Background: an optimization exercise with open tools, aiming at small area, a short achievable clock period and few clock cycles. Do not read the settings as production practice. RTL that was checked went through simulation tests only; none was proved equivalent to the original. No functional check of the RTL was part of run 1. Power figures rest on the tool's default switching activity, not on a simulated workload.

==> design/flow/design.v <==
package dcache_pkg;
    typedef logic [32-1:0] word_t;
    typedef struct packed {
        logic [26-1:0] tag;
        logic [3-1:0] idx;
        logic                     blkoff;
        logic [1:0]               bytoff;
    } dcache_addr_t;
    typedef struct packed {
        logic                               valid;
        logic                               dirty;
        logic [26-1:0]           tag;
        word_t [2-1:0]      data;
    } dcache_frame_t;
    typedef enum logic [4:0] {
        IDLE,
        WB_ONE,
        WB_TWO,
        FILL_ONE,
        FILL_TWO,
        FLUSH_CHECK,
        FLUSH_ONE,
        FLUSH_TWO,
        DONE
    } ctrl_state_t;
endpackage
module dcache (
    input  logic               CLK,
    input  logic               n_rst,
    input  logic               halt,
    input  logic               dmemREN,
    input  logic               dmemWEN,
    input  dcache_pkg::word_t  dmemaddr,
    input  dcache_pkg::word_t  dmemstore,
    input  logic               dwait,
    input  dcache_pkg::word_t  dload,
    output logic               dhit,
    output dcache_pkg::word_t  dmemload,
    output logic               flushed,
    output logic               dREN,
    output logic               dWEN,
    output dcache_pkg::word_t  daddr,
    output dcache_pkg::word_t  dstore
);
    localparam int TW = 26;
    typedef enum logic [2:0] {
        P_IDLE, P_HIT, P_WAIT, P_FSCAN, P_DONE, P_RETRY
    } pstate_t;
    typedef enum logic [2:0] {
        B_IDLE, B_WB0, B_WB1, B_F0, B_F1
    } bstate_t;
    pstate_t pstate;
    bstate_t bstate;
    logic [15:0]          valid, dirty;
    logic [15:0][TW-1:0]  tags;
    logic [15:0][31:0]    dw0, dw1;
    logic [7:0]           lru;
    logic                 dhit_r, flushed_r, dren_r, dwen_r;
    logic [31:0]          dmemload_r, dstore_r, wb1_r;
    logic [29:0]          daddr_r;
    logic                 way_r, upd_r;
    logic [TW-1:0]        pm_tag;
    logic [2:0]           pm_idx;
    logic                 pm_way, pm_blk, pm_wr;
    logic [31:0]          pm_data;
    logic                 pm_flush;    
    assign dhit     = dhit_r;
    assign dmemload = dmemload_r;
    assign flushed  = flushed_r;
    assign dREN     = dren_r;
    assign dWEN     = dwen_r;
    assign daddr    = {daddr_r, 2'b00};
    assign dstore   = dstore_r;
    logic [TW-1:0] in_tag;
    logic [2:0]    in_idx;
    logic          in_blk;
    logic          req;
    assign in_tag = dmemaddr[31:6];
    assign in_idx = dmemaddr[5:3];
    assign in_blk = dmemaddr[2];
    assign req    = dmemREN | dmemWEN;
    logic busy;
    assign busy = (bstate != B_IDLE);
    logic [15:0] vd;
    logic        f_any;
    logic [3:0]  f_blk;
    assign vd = valid & dirty;
    always_comb begin
        f_any = |vd;
        f_blk = '0;
        for (int k = 15; k >= 0; k--)
            if (vd[k]) f_blk = 4'(k);
    end
    logic [2:0]    rd_idx;
    logic [TW-1:0] rtag0, rtag1;
    logic [31:0]   r00, r01, r10, r11;    
    assign rd_idx = (pstate == P_FSCAN) ? f_blk[3:1] : in_idx;
    assign rtag0  = tags[{rd_idx, 1'b0}];
    assign rtag1  = tags[{rd_idx, 1'b1}];
    assign r00    = dw0[{rd_idx, 1'b0}];
    assign r01    = dw1[{rd_idx, 1'b0}];
    assign r10    = dw0[{rd_idx, 1'b1}];
    assign r11    = dw1[{rd_idx, 1'b1}];
    logic [15:0] match;
    always_comb
        for (int k = 0; k < 16; k++)
            match[k] = valid[k] && (tags[k] == in_tag);
    logic hit0, hit1, hit;
    assign hit0 = match[{in_idx, 1'b0}];
    assign hit1 = match[{in_idx, 1'b1}];
    assign hit  = hit0 | hit1;
    logic mru, pred_ok;
    assign mru     = ~lru[in_idx];
    assign pred_ok = mru ? hit1 : hit0;
    logic          vic;         
    logic          vic_dirty;
    logic [TW-1:0] vic_tag;
    assign vic       = lru[in_idx];
    assign vic_dirty = vic ? vd[{in_idx, 1'b1}] : vd[{in_idx, 1'b0}];
    assign vic_tag   = vic ? rtag1 : rtag0;
    logic          src_way;
    assign src_way = (pstate == P_FSCAN) ? f_blk[0] : vic;
    logic conflict, hit_ok, miss_ok;
    assign conflict = busy && (in_idx == pm_idx);
    assign hit_ok   = !conflict && (dmemREN || bstate == B_IDLE || bstate == B_WB0);
    assign miss_ok  = !busy;
    logic fill0_en, fill1_en, hitw_en;
    assign fill0_en = (bstate == B_F0) && !dwait;
    assign fill1_en = (bstate == B_F1) && !dwait;
    assign hitw_en  = (pstate == P_HIT) && upd_r && dmemWEN;
    logic [31:0] wval0, wval1;
    assign wval0 = hitw_en ? dmemstore : ((pm_wr && !pm_blk) ? pm_data : dload);
    assign wval1 = hitw_en ? dmemstore : ((pm_wr &&  pm_blk) ? pm_data : dload);
    logic [3:0] fill_blk, hit_blk;
    assign fill_blk = {pm_idx, pm_way};
    assign hit_blk  = {in_idx, way_r};
    always_ff @(posedge CLK) begin
        for (int k = 0; k < 16; k++) begin
            if ((fill0_en && fill_blk == 4'(k)) || (hitw_en && !in_blk && hit_blk == 4'(k)))
                dw0[k] <= wval0;
            if ((fill1_en && fill_blk == 4'(k)) || (hitw_en &&  in_blk && hit_blk == 4'(k)))
                dw1[k] <= wval1;
            if (fill1_en && fill_blk == 4'(k))
                tags[k] <= pm_tag;
        end
    end
    logic accept_miss;
    assign accept_miss = (pstate == P_IDLE) && !halt && req && !hit && miss_ok;
    always_ff @(posedge CLK, negedge n_rst) begin
        if (!n_rst) begin
            valid <= '0;
            dirty <= '0;
            lru   <= '0;
        end else begin
            if (fill1_en && !pm_flush) begin
                valid[fill_blk] <= 1'b1;
                dirty[fill_blk] <= pm_wr;
            end
            if (accept_miss)
                lru[in_idx] <= ~vic;
            if (pstate == P_HIT && upd_r) begin
                lru[in_idx] <= ~way_r;
                if (dmemWEN) dirty[hit_blk] <= 1'b1;
            end
            if (pm_flush && bstate == B_WB1 && !dwait) dirty[fill_blk] <= 1'b0;
        end
    end
    always_ff @(posedge CLK, negedge n_rst) begin
        if (!n_rst) begin
            pstate    <= P_IDLE;
            bstate    <= B_IDLE;
            dhit_r    <= 1'b0;
            flushed_r <= 1'b0;
            dren_r    <= 1'b0;
            dwen_r    <= 1'b0;
        end else begin
            case (bstate)
                B_WB0: if (!dwait) bstate <= B_WB1;
                B_WB1: if (!dwait) begin
                    if (pm_flush) begin
                        bstate <= B_IDLE;
                        dwen_r <= 1'b0;
                    end else begin
                        bstate <= B_F0;
                        dwen_r <= 1'b0;
                        dren_r <= 1'b1;
                    end
                end
                B_F0: if (!dwait) bstate <= B_F1;
                B_F1: if (!dwait) begin
                    bstate <= B_IDLE;
                    dren_r <= 1'b0;
                end
                default: ;
            endcase
            case (pstate)
                P_IDLE: begin
                    if (halt) begin
                        pstate <= P_FSCAN;
                    end else if (req) begin
                        if (hit) begin
                            if (hit_ok) begin
                                if (dmemWEN || pred_ok) begin
                                    pstate <= P_HIT;
                                    dhit_r <= 1'b1;
                                end else begin
                                    pstate <= P_RETRY;
                                end
                            end
                        end else if (miss_ok) begin
                            if (vic_dirty) begin
                                bstate <= B_WB0;
                                dwen_r <= 1'b1;
                            end else begin
                                bstate <= B_F0;
                                dren_r <= 1'b1;
                            end
                            if (dmemWEN) begin
                                pstate <= P_HIT;
                                dhit_r <= 1'b1;
                            end else begin
                                pstate <= P_WAIT;
                            end
                        end
                    end
                end
                P_HIT: begin
                    pstate <= P_IDLE;
                    dhit_r <= 1'b0;
                end
                P_RETRY: begin
                    pstate <= P_HIT;
                    dhit_r <= 1'b1;
                end
                P_WAIT: begin
                    if ((fill0_en && !pm_blk) || (fill1_en && pm_blk)) begin
                        pstate <= P_HIT;
                        dhit_r <= 1'b1;
                    end
                end
                P_FSCAN: begin
                    if (!busy) begin
                        if (f_any) begin
                            bstate <= B_WB0;
                            dwen_r <= 1'b1;
                        end else begin
                            pstate    <= P_DONE;
                            flushed_r <= 1'b1;
                        end
                    end
                end
                P_DONE: ;
                default: pstate <= P_IDLE;
            endcase
        end
    end
    always_ff @(posedge CLK, negedge n_rst) begin
        if (!n_rst) pm_flush <= 1'b0;
        else if (pstate == P_FSCAN && !busy) pm_flush <= 1'b1;
        else if (accept_miss) pm_flush <= 1'b0;
    end
    logic load_src;    
    assign load_src = (pstate == P_IDLE && !busy) || (pstate == P_FSCAN && !busy);
    always_ff @(posedge CLK) begin
        if (pstate == P_IDLE) begin
            dmemload_r <= mru ? (in_blk ? r11 : r10) : (in_blk ? r01 : r00);
            way_r      <= hit ? hit1 : vic;
            upd_r      <= hit;
        end else if (pstate == P_RETRY) begin
            dmemload_r <= way_r ? (in_blk ? r11 : r10) : (in_blk ? r01 : r00);
        end else if (pstate == P_WAIT) begin
            if (fill0_en && !pm_blk) dmemload_r <= dload;
            if (fill1_en &&  pm_blk) dmemload_r <= dload;
        end
        if (load_src) begin
            dstore_r <= src_way ? r10 : r00;
            wb1_r    <= src_way ? r11 : r01;
        end
        if (pstate == P_IDLE && !busy) begin
            daddr_r  <= {(vic_dirty ? vic_tag : in_tag), in_idx, 1'b0};
            pm_tag   <= in_tag;
            pm_idx   <= in_idx;
            pm_way   <= vic;
            pm_blk   <= in_blk;
            pm_wr    <= dmemWEN;
            pm_data  <= dmemstore;
        end
        if (pstate == P_FSCAN && !busy) begin
            daddr_r  <= {(f_blk[0] ? rtag1 : rtag0), f_blk[3:1], 1'b0};
            pm_idx   <= f_blk[3:1];
            pm_way   <= f_blk[0];
        end
        case (bstate)
            B_WB0: if (!dwait) begin
                daddr_r[0] <= 1'b1;
                dstore_r   <= wb1_r;
            end
            B_WB1: if (!dwait) daddr_r <= {pm_tag, pm_idx, 1'b0};
            B_F0:  if (!dwait) daddr_r[0] <= 1'b1;
            default: ;
        endcase
    end
endmodule
==> design/flow/flow/run.sh <==
#!/bin/bash
# The standard layout, with timing repair aimed below the design's period:
# repair_timing works until setup slack reaches the margin (ns).
set -euo pipefail
MARGIN=$(cat flow/margin.txt)
bash standard.sh "SETUP_SLACK_MARGIN=$MARGIN" finish > standard_flow.log 2>&1
==> design/flow/flow/margin.txt <==
6.3
==> design/flow/standard.sh <==
#!/bin/bash
# synth_recipe.tcl (not shown) runs the flow's synth.tcl, then flattens the netlist and writes it again
# the make line also repeats each setting of config.mk as NAME=value (left out here)
make -C /OpenROAD-flow-scripts/flow DESIGN_CONFIG=/design/flow/config.mk WORK_HOME=/design/flow/orfs CLKGATE_MAP_FILE= SYNTH_SCRIPT=/design/flow/synth_recipe.tcl "${@:-finish}"
==> design/flow/config.mk <==
export PLATFORM = sky130hd
export DESIGN_NAME = dcache
export DESIGN_NICKNAME = dcache
export VERILOG_FILES = /design/flow/design.v
export SDC_FILE = /design/flow/constraint.sdc
export NUM_CORES = 4
export LEC_CHECK = 0
export ABC_CLOCK_PERIOD_IN_PS = 2500
export CAP_MARGIN = 20
export CELL_PAD_IN_SITES_DETAIL_PLACEMENT = 0
export CELL_PAD_IN_SITES_GLOBAL_PLACEMENT = 1
export CORE_MARGIN = 2
export CORE_UTILIZATION = 45
export PLACE_DENSITY = 0.6
export SLEW_MARGIN = 20
export TNS_END_PERCENT = 5
==> design/flow/constraint.sdc <==
create_clock -name core_clock -period 10.0 [get_ports {CLK}]
set_input_delay 2.0000 -clock core_clock [delete_from_list [all_inputs] [get_ports {CLK}]]
set_output_delay 2.0000 -clock core_clock [all_outputs]
set_load 0.01 [all_outputs]
==> run summary, run 1 <==
* Run status: no timing/DRC/antenna violations
* CTS HTree Levels at 4
* Die height at about 400 um
* Initial Utilization at 0.452
* CP max stage delay at a little over 0.9 ns
* Area Overhead vs Synth at 25.1%
* CP Depth at 13
* Most common cell after layout, fill and taps aside: edfxtp_1
* Hold_ws at 0.454 ns
* Routed WL at 296 mm
* Initial DRC count at 6,172
* Average wire per standard cell at 38.9 um
* Ys async rst share at 0.0303
* CP max stage cell: a222oi_1
* Post-layout min period at 4.70 ns
* Clock Path Buffers at 3
* Syn Std Cell Area at 0.0734 mm2
* R2R cell count at 9
* Total track usage at 0.351
* Hold path start: wb1_r[7]
* Post-DP HPWL at 169 mm
* CTS Hold Bufs at 0
* Fmax achieved at 213 MHz
* Startpoint Class: input pin
* Most frequent cells in the layout: edfxtp_1, nand2_1, mux4_2, buf_4, clkbuf_16
* Global route overflow at 0
* CP cell instances: buf_6, buf_12, mux4_2, mux2_4, a21oi_4, nor2_2, nand2_2, buf_12, nor2_4, buf_6, a222oi_1, o21ai_1, or3_1
* Complex-gate fraction of the synthesized area at 0.0663
* Placed cell areas at slightly below 0.08 mm2
* Synth warnings at 1
* Hold path depth at 1
* Final Hold Fails at 0
* Fillers at 13.0k
* GP Congestion at roughly 0.97
* Mean Syn Cell Area at approximately 16 um2
* Die area at 0.166 mm2
* Pre-antenna DRT Iters at 8
* Slew headroom at 0.234
* Clock sink count at 1,683
* DIE WIDTH at 408 um
* First-pass GRT wire length at between 300 and 400 mm
* Footprint of the multi-input gates at 0.0257 mm2
* Worst EP arrival at 5.25 ns
* Worst-Margin Slew at between 1 and 1.5 ns
* TritonCTS clock tree: done
* Crit. Startpoint: dmemaddr[4]
* Power Dens Cells at 283 mW/mm2
* Clock transition at the registers of the reported paths at ~0.060 ns
* Largest family of logic cells by synthesized area: multiplexers
* MaxCap Viol Count at 0
* Synth Instances at 4,737
* Min-delay worst type: reg -> reg
* Post-synth EDFFs at 1,570
* Core ar. at about 0.16 mm2
* IO Port Bufs at about 200
* Max FO, Critical Path at 5
* # IOs at 202
* Cell family with most CP delay: compound AO/OA/AOI/OAI gates
* Final Cell Area at 0.0919 mm2
* Row cnt at around 150
* VDD IR max at around 190 uV
* Root buffer cell: clkbuf_16
* Clk Latency, worst-skew pair at 0.81 ns
* Sequential cell area at 0.0497 mm2
* Req. time, crit path at about 11 ns
* Most used DFF post-synth: edfxtp_1
* Simple-gate share of the synthesized area at 0.0670
* Initial antenna violation count at 15
* Synthesized flop and latch total at 1,683
* Final Slew Violations at 0
* DRT antenna net count at 0
* Lkg Pwr at 31.2 nW
* Post-synthesis mux area share at 0.118
* DR vias/cell at 6.39
* Seq/Total Area, Yosys at 0.676
* Xor and xnor fraction of the mapped netlist area at 0.0510
* Routed via count at approximately 49k
* Worst Skew at 0.0215 ns
* CP endpoint kind: register
* Largest net degree at the start of global routing at 64
* Final setup viols at 0
* Final #Nets at 5,376
* RSZ-0062 raised after global routing: true
* TritonCTS Buffers at 180
* WP buf/inv at 4
* Synth Area in Adders at 0.00221
* Unique cell type count in the Yosys netlist at 80
* Vias in the first global route at 47.1k
* Setup CP Type: in -> reg
* Period utilization at 0.470
* Layout cells sized above 1 at 0.266
* Worst r2r src: valid[8]
* TNS Setup at 0 ns
* DRC viols at 0
-- Yosys cell counts, types with 27 or more instances --
library cell	count	area share
edfxtp_1	1570	0.64
nand2_1	659	0.034
mux4_2	312	0.096
xor2_1	226	0.027
xnor2_1	202	0.024
clkbuf_1	176	0.0090
mux2i_1	159	0.022
a21oi_1	156	0.011
nor2_1	95	0.0049
a22oi_1	94	0.0096
buf_2	91	0.0062
a31oi_1	76	0.0065
o21ai_0	72	0.0049
nor4_1	69	0.0059
nand3_1	65	0.0044
dfxtp_1	62	0.017
nand4_1	52	0.0044
dfrtp_1	51	0.017
and3_1	40	0.0034
or3_1	37	0.0032
a211o_1	33	0.0039
a222oi_1	31	0.0042
o21ai_1	30	0.0020
buf_1	29	0.0015
o211ai_1	28	0.0029
o22ai_1	27	0.0023
-- routing by layer --
metal,vias up,wire [um],GRT usage
met5,-,10,0
met4,2,18700,0.186
met3,547,23500,0.0575
met2,2618,141000,0.569
met1,25700,112000,0.455
li1,19700,-,-
-- what timing repair did --
action,CTS,global route
cloned,59,3
gates resized for setup,706,29
pin swaps,189,9
setup endpoints to repair,2206,1917
setup buffers,230,15
-- report_power, final --
part	leakage, nW	switching (W)	internal [W]	total, W
sequential	15.4	0.000858	0.00938	0.0102
combinational	13.0	0.00564	0.00344	0.00907
clock	2.83	0.00284	0.00383	0.00667
-- area by class of cell --
cell class                      count  share of cell area
Sequential cell                  1683               0.541
Multi-Input combinational cell   2740               0.280
Timing Repair Buffer              640              0.0858
Clock buffer                      249              0.0540
Tap cell                         2175              0.0296
Clock inverter                     88             0.00927
Inverter                           16            0.000817
Antenna cell                        9            0.000245
-- sequential cells by signal (all words and copies together) (netlist names), 8 cells and up --
| register | count |
|---|---|
| dirty | 16 |
| daddr_r | 30 |
| pm_data | 32 |
| dstore_r | 32 |
| dmemload_r | 32 |
| dw1 | 512 |
| wb1_r | 32 |
| dw0 | 512 |
| pm_tag | 26 |
| lru | 8 |
| valid | 16 |
| tags | 416 |
-- per-stage QoR --
step	setup slack, ns	util	instances	power [W]
after CTS	5.34	0.562	7572	0.0258
after global routing	5.37	0.566	7596	0.0267
after global placement	3.04	0.484	6946	0.0175
after floorplan	5.57	-	4738	0.0140
after detailed placement	2.99	0.485	6946	0.0176
final	5.30	0.566	7600	0.0260
-- cell families after synthesis --
family | count (synthesis)
fa+ha+maj | 13
xor+xnor | 428
buf+inv | 325
simple gates | 1102
mux | 475
other cells | 1
compound gates | 710
flops | 1683
-- worst paths after layout --
| path | to | slack (ns) |
|---|---|---|
| worst max-delay path | dmemload_r[24] | 5.30 |
| worst max register to register | dmemload_r[24] | 5.43 |
| worst min-delay path | dstore_r[7] | 0.45 |
| max in group asynchronous | valid[13] | 8.16 |
| worst min register to register | dstore_r[7] | 0.45 |
| min in group asynchronous | pstate[1] | 1.33 |
==> run 2, diff against run 1 <==
--- a/design/flow/design.v
+++ b/design/flow/design.v
@@ -44,7 +44,7 @@
 );
     localparam int TW = 26;
     typedef enum logic [2:0] {
-        P_IDLE, P_HIT, P_WAIT, P_FSCAN, P_DONE, P_RETRY
+        P_IDLE, P_HIT, P_WAIT, P_FSCAN, P_DONE
     } pstate_t;
     typedef enum logic [2:0] {
         B_IDLE, B_WB0, B_WB1, B_F0, B_F1
@@ -101,17 +101,10 @@
     assign r01    = dw1[{rd_idx, 1'b0}];
     assign r10    = dw0[{rd_idx, 1'b1}];
     assign r11    = dw1[{rd_idx, 1'b1}];
-    logic [15:0] match;
-    always_comb
-        for (int k = 0; k < 16; k++)
-            match[k] = valid[k] && (tags[k] == in_tag);
     logic hit0, hit1, hit;
-    assign hit0 = match[{in_idx, 1'b0}];
-    assign hit1 = match[{in_idx, 1'b1}];
+    assign hit0 = valid[{in_idx, 1'b0}] && (rtag0 == in_tag);
+    assign hit1 = valid[{in_idx, 1'b1}] && (rtag1 == in_tag);
     assign hit  = hit0 | hit1;
-    logic mru, pred_ok;
-    assign mru     = ~lru[in_idx];
-    assign pred_ok = mru ? hit1 : hit0;
     logic          vic;         
     logic          vic_dirty;
     logic [TW-1:0] vic_tag;
@@ -200,12 +193,8 @@
                     end else if (req) begin
                         if (hit) begin
                             if (hit_ok) begin
-                                if (dmemWEN || pred_ok) begin
-                                    pstate <= P_HIT;
-                                    dhit_r <= 1'b1;
-                                end else begin
-                                    pstate <= P_RETRY;
-                                end
+                                pstate <= P_HIT;
+                                dhit_r <= 1'b1;
                             end
                         end else if (miss_ok) begin
                             if (vic_dirty) begin
@@ -228,10 +217,6 @@
                     pstate <= P_IDLE;
                     dhit_r <= 1'b0;
                 end
-                P_RETRY: begin
-                    pstate <= P_HIT;
-                    dhit_r <= 1'b1;
-                end
                 P_WAIT: begin
                     if ((fill0_en && !pm_blk) || (fill1_en && pm_blk)) begin
                         pstate <= P_HIT;
@@ -263,11 +248,9 @@
     assign load_src = (pstate == P_IDLE && !busy) || (pstate == P_FSCAN && !busy);
     always_ff @(posedge CLK) begin
         if (pstate == P_IDLE) begin
-            dmemload_r <= mru ? (in_blk ? r11 : r10) : (in_blk ? r01 : r00);
+            dmemload_r <= hit0 ? (in_blk ? r01 : r00) : (in_blk ? r11 : r10);
             way_r      <= hit ? hit1 : vic;
             upd_r      <= hit;
-        end else if (pstate == P_RETRY) begin
-            dmemload_r <= way_r ? (in_blk ? r11 : r10) : (in_blk ? r01 : r00);
         end else if (pstate == P_WAIT) begin
             if (fill0_en && !pm_blk) dmemload_r <= dload;
             if (fill1_en &&  pm_blk) dmemload_r <= dload;
==> design/flow/run.sh (new file) <==
#!/bin/bash
# synth_recipe.tcl (not shown) runs the flow's synth.tcl, then flattens the netlist and writes it again
# the make line also repeats each setting of config.mk as NAME=value (left out here)
make -C /OpenROAD-flow-scripts/flow DESIGN_CONFIG=/design/flow/config.mk WORK_HOME=/design/flow/orfs CLKGATE_MAP_FILE= SYNTH_SCRIPT=/design/flow/synth_recipe.tcl finish
==> design/flow/config.mk (replaced) <==
export PLATFORM = sky130hd
export DESIGN_NAME = dcache
export DESIGN_NICKNAME = dcache
export VERILOG_FILES = /design/flow/design.v
export SDC_FILE = /design/flow/constraint.sdc
export NUM_CORES = 4
export LEC_CHECK = 0
export ABC_CLOCK_PERIOD_IN_PS = 3000
export CAP_MARGIN = 20
export CELL_PAD_IN_SITES_DETAIL_PLACEMENT = 0
export CELL_PAD_IN_SITES_GLOBAL_PLACEMENT = 1
export CORE_MARGIN = 2
export CORE_UTILIZATION = 45
export PLACE_DENSITY = 0.6
export SETUP_SLACK_MARGIN = 5
export SLEW_MARGIN = 20
removed: design/flow/flow/run.sh
removed: design/flow/flow/margin.txt
removed: design/flow/standard.sh
==> run 2 against run 1 <==
Net effect: sequential cell count unchanged; total power increased by 12%; highest routed layer is now met4; non-clock buffer count decreased by 157; routed wire length decreased by 16%; via count increased by 2.4%.
==> run summary, run 2 <==
* Fmax achieved at 192 MHz
* DRT antenna net count at 0
* Startpoint Class: input pin
* Reg2Reg Setup Slack at 4.90 ns
* Largest net degree at the start of global routing at roughly 180
* Initial Utilization at 0.454
* Syn Std Cell Area at between 0.07 and 0.08 mm2
* Hold path start: dstore_r[18]
* Synth top cells by count: nand2_1, edfxtp_1, nand3_1
* CTS HTree Levels at 4
* Layout cells sized above 1 at 0.139
* Hold path depth at 2
* Mean Syn Cell Area at 12.7 um2
* Pre-antenna DRT Iters at 6
* Power share of the sequential group at 0.331
* Clk Latency, worst-skew pair at 0.80 ns
* IO Port Bufs at 197
* Lkg Pwr at 30.0 nW
* Count leader, synth: nand2_1
* Clock network fraction of total power at 0.229
* Most common cell after layout, fill and taps aside: nand2_1
* Crit path top cell by count: buf_12
* DRC viols at 0
* CP cell instances: buf_8, buf_12, inv_16, nor2_4, buf_4, o22a_4, buf_12, buf_8, mux2i_4, a22oi_1, o221ai_2, a22oi_2, nand4_1, nor3_2, and4b_4, buf_12, buf_16, mux4_2, o21ai_2
* Post-layout min period at 5.20 ns
* MaxCap Viol Count at 0
* DIE WIDTH at 405 um
* Initial DRC count at about 5.5k
* Row cnt at 146
* Final Slew Violations at 0
* Slew headroom at 0.133
* DR vias/cell at 6.05
* Root buffer cell: clkbuf_16
* Hold Crit Endpoint: dstore_r[18]
* TritonCTS clock tree: done
* Post-synth top area share at 0.653
* Setup CP Type: in -> reg
* Top cells by area, synth: edfxtp_1, nand2_1, mux2i_1, a31oi_1, nand3_1
* Final #Nets at 6,092
* Critical R2R Capture: dmemload_r[15]
* Post-place setup slack at 2.33 ns
* TritonCTS Buffers at between 150 and 200
* R2R cell count at 16
* Area leader, netlist: edfxtp_1
* Worst-Margin Slew at about 1.3 ns
* Unique cell type count in the Yosys netlist at 96
* GP Congestion at 0.822
* Global route overflow at 0
* Routed via count at between 40k and 50k
* Period utilization at 0.520
* Sw Pwr at 0.0118 W
* Final worst setup slack at 4.80 ns
* Clock sink count at approximately 1.7k
* Average wire per standard cell at 30.4 um
* CTS Hold Bufs at 0
* Worst EP arrival at roughly 5.8 ns
* Die area at 0.164 mm2
* Most used DFF post-synth: edfxtp_1
* Switching Fraction at 0.407
* VDD IR max at 573 uV
* Biggest regs: dw0: 512 flops, dw1: 512 flops, tags: 416 flops
* Worst r2r src: valid[1]
* Initial antenna violation count at 9
* Vias in the first global route at 46.1k
* Run status: no timing/DRC/antenna violations
* Most frequent cells in the layout: nand2_1, edfxtp_1, nand3_1, a31oi_1, buf_4
* Min-delay worst type: reg -> reg
* Clock transition at the registers of the reported paths at roughly 0.070 ns
* Die height at 405 um
* Combinational Power Share at 0.440
* Clock Path Buffers at 3
* First-pass GRT wire length at 348 mm
* Total track usage at 0.300
* TNS Setup at 0 ns
* Synth Instances at 5,695
* CP max stage delay at 0.56 ns
* Synth warnings at 1
* Area Overhead vs Synth at 18.3%
* Synthesized flop and latch total at roughly 1.7k
* Final setup viols at 0
* CP max stage cell: mux4_2
* Final Hold Fails at 0
* RSZ-0062 raised after global routing: true
* Routed WL at 249 mm
* Req. time, crit path at 10.64 ns
* Internal power at 0.0172 W
* Post-DP HPWL at 138 mm
* Seq/Total Area, Yosys at 0.688
* Ys async rst share at 0.0303
* Max FO, Critical Path at 8
* # IOs at 202
* Post-synth EDFFs at 1,570
* CP endpoint kind: register
* Worst Skew at 0.0355 ns
* Core ar. at 0.159 mm2
* Power Dens Cells at 340 mW/mm2
-- run 2: cell count changes in the layout (fill, tap and decap cells not counted), sizes merged, moves of 113 or more --
cell	before	now
a311oi	0	133
a31oi	77	270
and3	41	154
buf	429	280
mux4	312	57
nand2	662	1588
nand3	65	315
xnor2	202	45
xor2	226	21
-- run 2: critical path, delay by kind of cell --
kind | cells | cell delay (ns)
muxes | 2 | 0.74
and+or+nand+nor | 4 | 0.83
AOI/OAI and AO/OA | 5 | 1.10
buffers and inverters | 8 | 1.12
-- run 2: what timing repair did --
item | CTS | global route
endpoints found under the setup margin | 228 | 88
gates cloned | 20 | 1
pin swaps | 41 | 23
setup buffers | 105 | 10
gates resized for setup | 159 | 52
-- run 2: metal layers --
layer | GRT usage | share of wire | vias to the layer above
li1 | - | - | 21800
met4 | 0.0733 | 0.024 | 0
met5 | 0 | 0 | -
met3 | 0.0519 | 0.080 | 330
met2 | 0.458 | 0.45 | 2060
met1 | 0.447 | 0.44 | 25500
-- run 2: how the worst max path moves through the flow --
stage | start | end | slack [ns] | depth (start not counted)
floorplan | dmemaddr[4] | dmemload_r[10] | 4.91 | 15
finish | dmemaddr[4] | dmemload_r[15] | 4.80 | 19
global route | dmemaddr[4] | dmemload_r[15] | 4.76 | 19
CTS | dmemaddr[4] | dmemload_r[7] | 4.93 | 16
global placement | dmemaddr[3] | lru[4] | 2.30 | 16
detailed placement | dmemaddr[3] | lru[4] | 2.33 | 16
-- run 2: final cells by class --
type	count	area [um2]
Sequential cell	1683	49700
Inverter	36	170
Fill cell	13400	73500
Clock inverter	77	837
Multi-Input combinational cell	3591	22000
Antenna cell	9	22.5
Timing Repair Buffer	483	5100
Tap cell	2072	2590
Clock buffer	262	5050
-- run 2: stage by stage --
stage / hold slack (ns) / power [W] / instances / util / instance area, um2
global route: 0.485 / 0.0302 / 8207 / 0.537 / 85400
detailed placement: 0.468 / 0.0210 / 7729 / 0.483 / 76800
finish: 0.472 / 0.0290 / 8213 / 0.537 / 85400
global placement: 0.462 / 0.0209 / 7729 / 0.483 / 76700
floorplan: 0.461 / 0.0166 / 5696 / - / 72300
CTS: 0.474 / 0.0288 / 8193 / 0.534 / 84900
-- run 2: cells by family after synthesis --
| logic type | after synthesis | share of synthesized area |
|---|---|---|
| AO/OA/AOI/OAI | 839 | 0.0814 |
| XOR/XNOR | 66 | 0.00801 |
| adder cells (fa/ha/maj) | 15 | 0.00257 |
| buffers and inverters | 428 | 0.0286 |
| flip-flops | 1683 | 0.688 |
| multiplexers | 289 | 0.0506 |
| other | 1 | 0.0000519 |
| AND/OR/NAND/NOR | 2374 | 0.141 |
-- run 2: power by group through the flow --
stage,Combinational (W),Clock [W],Sequential [W]
3_5_place_dp,0.0113,0,0.00972
3_3_place_gp,0.0112,0,0.00972
6_report,0.0128,0.00665,0.00960
5_1_grt,0.0136,0.00703,0.00964
2_1_floorplan,0.00706,0,0.00953
4_1_cts,0.0125,0.00676,0.00959
Testbench counts of run 2, summed over its fixed seeds: cycles 17,647.

[re-timing with driven ports]
No port has a modelled driver above. Below, the same layouts with a new extraction and two added sets of constraints. Step 1 (the two cells are an assumption about what drives the block):
set clk [get_ports {CLK}]
set_driving_cell -lib_cell sky130_fd_sc_hd__clkbuf_16 $clk
set_driving_cell -lib_cell sky130_fd_sc_hd__buf_2 [delete_from_list [all_inputs] $clk]
Step 2 moves the port delays by t, midway between the first and last clock arrival at a register: inputs arrive t later, outputs are due t later. That takes back most of the time a late clock gives input paths. a / b / c = ideal / step 1 / step 2; a / b = the first two.
run	shift t [ns]	setup slack, ns	slew at the worst register clock pin (ns)
run 1	0.887	5.303 / 5.344 / 4.457	0.06 / 0.06
run 2	0.864	4.804 / 4.830 / 3.966	0.07 / 0.07
After both steps setup and hold are still met in every run listed. For run 1, which loses most, drivers alone change the setup slack by +0.041 ns; drivers and shift together by -0.846 ns.
